From an optimization exercise on the open Yosys and OpenROAD flow, aimed at small area, a short achievable clock period and few clock cycles per item; shortcuts taken in it are not production practice.
The RTL was checked by simulation tests, not by an equivalence proof against the original design.

==> flow/design.v <==
module chacha_stream (
   input  logic       clk,
   input  logic       rst_n,
   input  logic       in_valid,
   input  logic       in_first,
   input  logic [1:0] in_sel,
   input  logic [7:0] in_data,
   output logic       in_ready,
   input  logic       start,
   input  logic       hold,
   output logic       busy,
   output logic       out_valid,
   input  logic       out_ready,
   output logic [7:0] out_data,
   output logic       out_last,
   output logic       ctr_wrap,
   output logic [1:0] dbg_state
);
   logic       s_idle;          
   logic       ov_q;            
   logic       bz_q;            
   logic       run_q;           
   logic       done_q;          
   logic [6:0] cnt;             
   logic [5:0] k;               
   logic       last_q;          
   logic       transfer;        
   logic       out_hs, last_hs;
   assign in_ready  = s_idle;
   assign busy      = bz_q;
   assign out_valid = ov_q;
   assign out_last  = last_q;
   assign dbg_state = {ov_q, bz_q};
   assign transfer = done_q && !ov_q;
   assign out_hs   = ov_q && out_ready;
   assign last_hs  = out_hs && last_q;
   logic [7:0] key_b   [32];
   logic [7:0] nonce_b [12];
   logic [7:0] ctr_b   [4];
   logic [5:0] kptr;            
   logic [3:0] nptr;            
   logic [2:0] cptr;            
   logic       wrap_q;
   logic [31:0] ctr_w, ctr_inc;
   assign ctr_w   = {ctr_b[3], ctr_b[2], ctr_b[1], ctr_b[0]};
   assign ctr_inc = ctr_w + 32'd1;
   logic       wr_beat;
   logic [5:0] kpos;
   logic [3:0] npos;
   logic [2:0] cpos;
   always_comb begin
      wr_beat = in_valid && s_idle;
      kpos    = in_first ? 6'd0 : kptr;
      npos    = in_first ? 4'd0 : nptr;
      cpos    = in_first ? 3'd0 : cptr;
   end
   always_ff @(posedge clk) begin
      if (!rst_n) begin
         for (int i = 0; i < 32; i++) key_b[i] <= '0;
         for (int i = 0; i < 12; i++) nonce_b[i] <= '0;
         for (int i = 0; i < 4; i++) ctr_b[i] <= '0;
         kptr   <= '0;
         nptr   <= '0;
         cptr   <= '0;
         wrap_q <= 1'b0;
      end else begin
         if (wr_beat && in_sel == 2'd0) begin
            kptr <= (kpos < 6'd32) ? kpos + 6'd1 : kpos;
            for (int i = 0; i < 32; i++) if (kpos == 6'(i)) key_b[i] <= in_data;
         end
         if (wr_beat && in_sel == 2'd1) begin
            nptr <= (npos < 4'd12) ? npos + 4'd1 : npos;
            for (int i = 0; i < 12; i++) if (npos == 4'(i)) nonce_b[i] <= in_data;
         end
         if (wr_beat && in_sel == 2'd2) begin
            cptr <= (cpos < 3'd4) ? cpos + 3'd1 : cpos;
            for (int i = 0; i < 4; i++) if (cpos == 3'(i)) ctr_b[i] <= in_data;
         end
         if (last_hs) begin
            ctr_b[0] <= ctr_inc[7:0];
            ctr_b[1] <= ctr_inc[15:8];
            ctr_b[2] <= ctr_inc[23:16];
            ctr_b[3] <= ctr_inc[31:24];
            if (&ctr_w) wrap_q <= 1'b1;
         end
      end
   end
   assign ctr_wrap = wrap_q;
   logic [7:0] in_byte [64];
   localparam logic [127:0] SIGMA = {32'h6b206574, 32'h79622d32, 32'h3320646e, 32'h61707865};
   always_comb begin
      for (int i = 0; i < 16; i++) in_byte[i] = SIGMA[8*i +: 8];
      for (int i = 0; i < 32; i++) in_byte[16 + i] = key_b[i];
      for (int i = 0; i < 4; i++) in_byte[48 + i] = ctr_b[i];
      for (int i = 0; i < 12; i++) in_byte[52 + i] = nonce_b[i];
   end
   logic [31:0] w [16];
   logic [31:0] ld [16];         
   always_comb begin
      for (int i = 0; i < 16; i++)
         ld[i] = {in_byte[4*i+3], in_byte[4*i+2], in_byte[4*i+1], in_byte[4*i]};
      if (!s_idle) ld[12] = ctr_inc;
   end
   logic        load_work;
   logic [1:0]  stp;
   logic        diag;
   assign load_work = s_idle || done_q;
   assign stp  = cnt[1:0];
   assign diag = cnt[2];
   function automatic logic [31:0] rotl(input logic [31:0] x, input int n);
      rotl = (x << n) | (x >> (32 - n));
   endfunction
   function automatic logic [31:0] add32(input logic [31:0] a, input logic [31:0] b);
      logic [31:0] p0, g, p, gn, pn;
      p0 = a ^ b;
      g  = a & b;
      p  = p0;
      for (int d = 1; d < 32; d = d * 2) begin
         gn = g;
         pn = p;
         for (int i = 0; i < 32; i++) begin
            if ((i / d) % 2 == 1) begin
               gn[i] = g[i] | (p[i] & g[(i / d) * d - 1]);
               pn[i] = p[i] & p[(i / d) * d - 1];
            end
         end
         g = gn;
         p = pn;
      end
      add32 = p0 ^ {g[30:0], 1'b0};
   endfunction
   logic [31:0] r0 [4], r1 [4], r2 [4], r3 [4];
   logic [31:0] xs [4], ys [4];
   always_comb begin
      for (int j = 0; j < 4; j++) begin
         xs[j] = add32(r0[j], r1[j]);
         ys[j] = r3[j] ^ xs[j];
      end
   end
   always_ff @(posedge clk) begin
      if (load_work) begin
         for (int j = 0; j < 4; j++) begin
            r0[j] <= ld[j];
            r1[j] <= ld[4 + j];
            r2[j] <= ld[8 + j];
            r3[j] <= ld[12 + j];
         end
      end else begin
         for (int j = 0; j < 4; j++) begin
            r3[j] <= r1[j];
            case (stp)
               2'd0: begin
                  r0[j] <= r2[j];
                  r1[j] <= rotl(ys[j], 16);
                  r2[j] <= xs[j];
               end
               2'd1: begin
                  r0[j] <= r2[j];
                  r1[j] <= rotl(ys[j], 12);
                  r2[j] <= xs[j];
               end
               2'd2: begin
                  r0[j] <= r2[j];
                  r1[j] <= rotl(ys[j], 8);
                  r2[j] <= diag ? xs[(j + 3) % 4] : xs[(j + 1) % 4];
               end
               default: begin
                  r0[j] <= r2[j];
                  r1[j] <= rotl(ys[(j + 2) % 4], 7);
                  r2[j] <= diag ? xs[(j + 1) % 4] : xs[(j + 3) % 4];
               end
            endcase
         end
      end
   end
   always_comb begin
      for (int j = 0; j < 4; j++) begin
         w[j]      = r0[j];
         w[4 + j]  = r1[j];
         w[8 + j]  = r2[j];
         w[12 + j] = r3[j];
      end
   end
   always_ff @(posedge clk) begin
      if (!rst_n) begin
         s_idle <= 1'b1;
         run_q  <= 1'b0;
         done_q <= 1'b0;
         ov_q   <= 1'b0;
         bz_q   <= 1'b0;
      end else begin
         if (s_idle && start) begin
            s_idle <= 1'b0;
            run_q  <= 1'b1;
            bz_q   <= 1'b1;
         end
         if (run_q && cnt == 7'd79) begin
            run_q  <= 1'b0;
            done_q <= 1'b1;
         end
         if (done_q) begin
            run_q  <= 1'b1;
            done_q <= 1'b0;
         end
         if (transfer) begin
            ov_q   <= 1'b1;
            bz_q   <= 1'b0;
         end
         if (last_hs) begin
            ov_q   <= 1'b0;
            bz_q   <= 1'b1;
         end
      end
   end
   always_ff @(posedge clk) begin
      if (load_work)  cnt <= '0;
      else if (run_q) cnt <= cnt + 7'd1;
   end
   logic [31:0] ob [16];
   always_ff @(posedge clk) begin
      if (transfer) for (int i = 0; i < 16; i++) ob[i] <= w[i];
   end
   logic [7:0] od_q, nx_q, ns_q;
   logic       cy_q;
   logic [5:0] fidx;            
   logic [7:0] fx;
   logic [31:0] fw;
   logic [8:0] bsum;
   always_comb begin
      fidx = transfer ? 6'd1 : k + 6'd2;
      fw   = ob[fidx[5:2]];
      fx   = fw[8*fidx[1:0] +: 8];
      bsum = {1'b0, nx_q} + {1'b0, ns_q} + {8'd0, cy_q && (k[1:0] != 2'd3)};
   end
   always_ff @(posedge clk) begin
      if (transfer) begin
         {cy_q, od_q} <= {1'b0, w[0][7:0]} + {1'b0, in_byte[0]};
         nx_q   <= w[0][15:8];
         ns_q   <= in_byte[fidx];
         k      <= 6'd0;
         last_q <= 1'b0;
      end else if (out_hs) begin
         {cy_q, od_q} <= bsum;
         nx_q   <= fx;
         ns_q   <= in_byte[fidx];
         k      <= k + 6'd1;
         last_q <= (k == 6'd62);
      end
   end
   assign out_data = od_q;
endmodule
clock: 15.0 ns
lec_check: 0
cap_margin: 20
core_margin: 2
core_utilization: 35
cts_cluster_diameter: 100
cts_cluster_size: 20
slew_margin: 20
standard.sh (not shown) runs the stock make flow with config.mk's settings and CLKGATE_MAP_FILE= SYNTH_SCRIPT=/design/flow/synth_recipe.tcl, a recipe that flattens the netlist after the stock synthesis.
==> flow/flow/run.sh <==
#!/bin/bash
# Standard layout (the standard.sh: standard synthesis, floorplan, place,
# CTS, route, finish), with timing repair asked to leave setup margin so the
# layout reaches a shorter period than the clock constraint requires.  The
# SDC (clock period, I/O delays, loads) is the standard flow's, unchanged.
export SETUP_SLACK_MARGIN=11
bash standard.sh > standard.log 2>&1
The baseline ran to the end with no violations.
Testbench counts at the start, summed over its fixed seeds: cycles 44,006, items 29,056.
Rerun with:
--- a/flow/design.v
+++ b/flow/design.v
@@ -55,23 +55,19 @@
       cpos    = in_first ? 3'd0 : cptr;
    end
    always_ff @(posedge clk) begin
       if (!rst_n) begin
-         for (int i = 0; i < 32; i++) key_b[i] <= '0;
-         for (int i = 0; i < 12; i++) nonce_b[i] <= '0;
          for (int i = 0; i < 4; i++) ctr_b[i] <= '0;
          kptr   <= '0;
          nptr   <= '0;
          cptr   <= '0;
          wrap_q <= 1'b0;
       end else begin
          if (wr_beat && in_sel == 2'd0) begin
             kptr <= (kpos < 6'd32) ? kpos + 6'd1 : kpos;
-            for (int i = 0; i < 32; i++) if (kpos == 6'(i)) key_b[i] <= in_data;
          end
          if (wr_beat && in_sel == 2'd1) begin
             nptr <= (npos < 4'd12) ? npos + 4'd1 : npos;
-            for (int i = 0; i < 12; i++) if (npos == 4'(i)) nonce_b[i] <= in_data;
          end
          if (wr_beat && in_sel == 2'd2) begin
             cptr <= (cpos < 3'd4) ? cpos + 3'd1 : cpos;
             for (int i = 0; i < 4; i++) if (cpos == 3'(i)) ctr_b[i] <= in_data;
@@ -85,8 +81,19 @@
          end
       end
    end
    assign ctr_wrap = wrap_q;
+   logic [7:0] wdata;
+   logic       ksel, nsel;
+   assign wdata = in_data & {8{rst_n}};
+   assign ksel  = wr_beat && in_sel == 2'd0;
+   assign nsel  = wr_beat && in_sel == 2'd1;
+   always_ff @(posedge clk) begin
+      for (int i = 0; i < 32; i++)
+         if (!rst_n || (ksel && kpos == 6'(i))) key_b[i] <= wdata;
+      for (int i = 0; i < 12; i++)
+         if (!rst_n || (nsel && npos == 4'(i))) nonce_b[i] <= wdata;
+   end
    logic [7:0] in_byte [64];
    localparam logic [127:0] SIGMA = {32'h6b206574, 32'h79622d32, 32'h3320646e, 32'h61707865};
    always_comb begin
       for (int i = 0; i < 16; i++) in_byte[i] = SIGMA[8*i +: 8];
Effect: Clock-buffer cell count goes down by 1; register-to-register slack is worse by 0.05 ns; final area goes down by a few percent; synthesized cell count goes down by roughly a tenth; core utilization barely changes.
Testbench counts after the change, summed over its fixed seeds: cycles 44,006, items 29,056.

==> afterwards: timing with drivers on the ports <==
No port has a modelled driver above. Below, the same layouts with a new extraction and two added sets of constraints. Step 1 sets driving cells, clkbuf_16 on the clock port and buf_2 on the other inputs (assumed; they add their load-dependent delay and slew). Step 2 adds t to the input delays and takes it off the output delays; t is the mean of the earliest and latest rising clock arrival at the registers after step 1. Input paths then give back, and output paths get back, about the clock's delay inside the block. Three values: no drivers, after step 1, after step 2; two values: the first two.
run | t (ns) | slack for setup (ns) | worst setup path after step 2 | worst data-port slew with drivers (ns)
the first run | 0.859 | 10.611 / 10.528 / 10.155 | input to register | 0.05
the second run | 0.875 | 10.682 / 10.610 / 10.080 | input to register | 0.06
After both steps setup and hold are still met in every run listed. The setup slack of the second run, which loses most, moves by -0.072 ns with the drivers and by -0.602 ns with both steps.
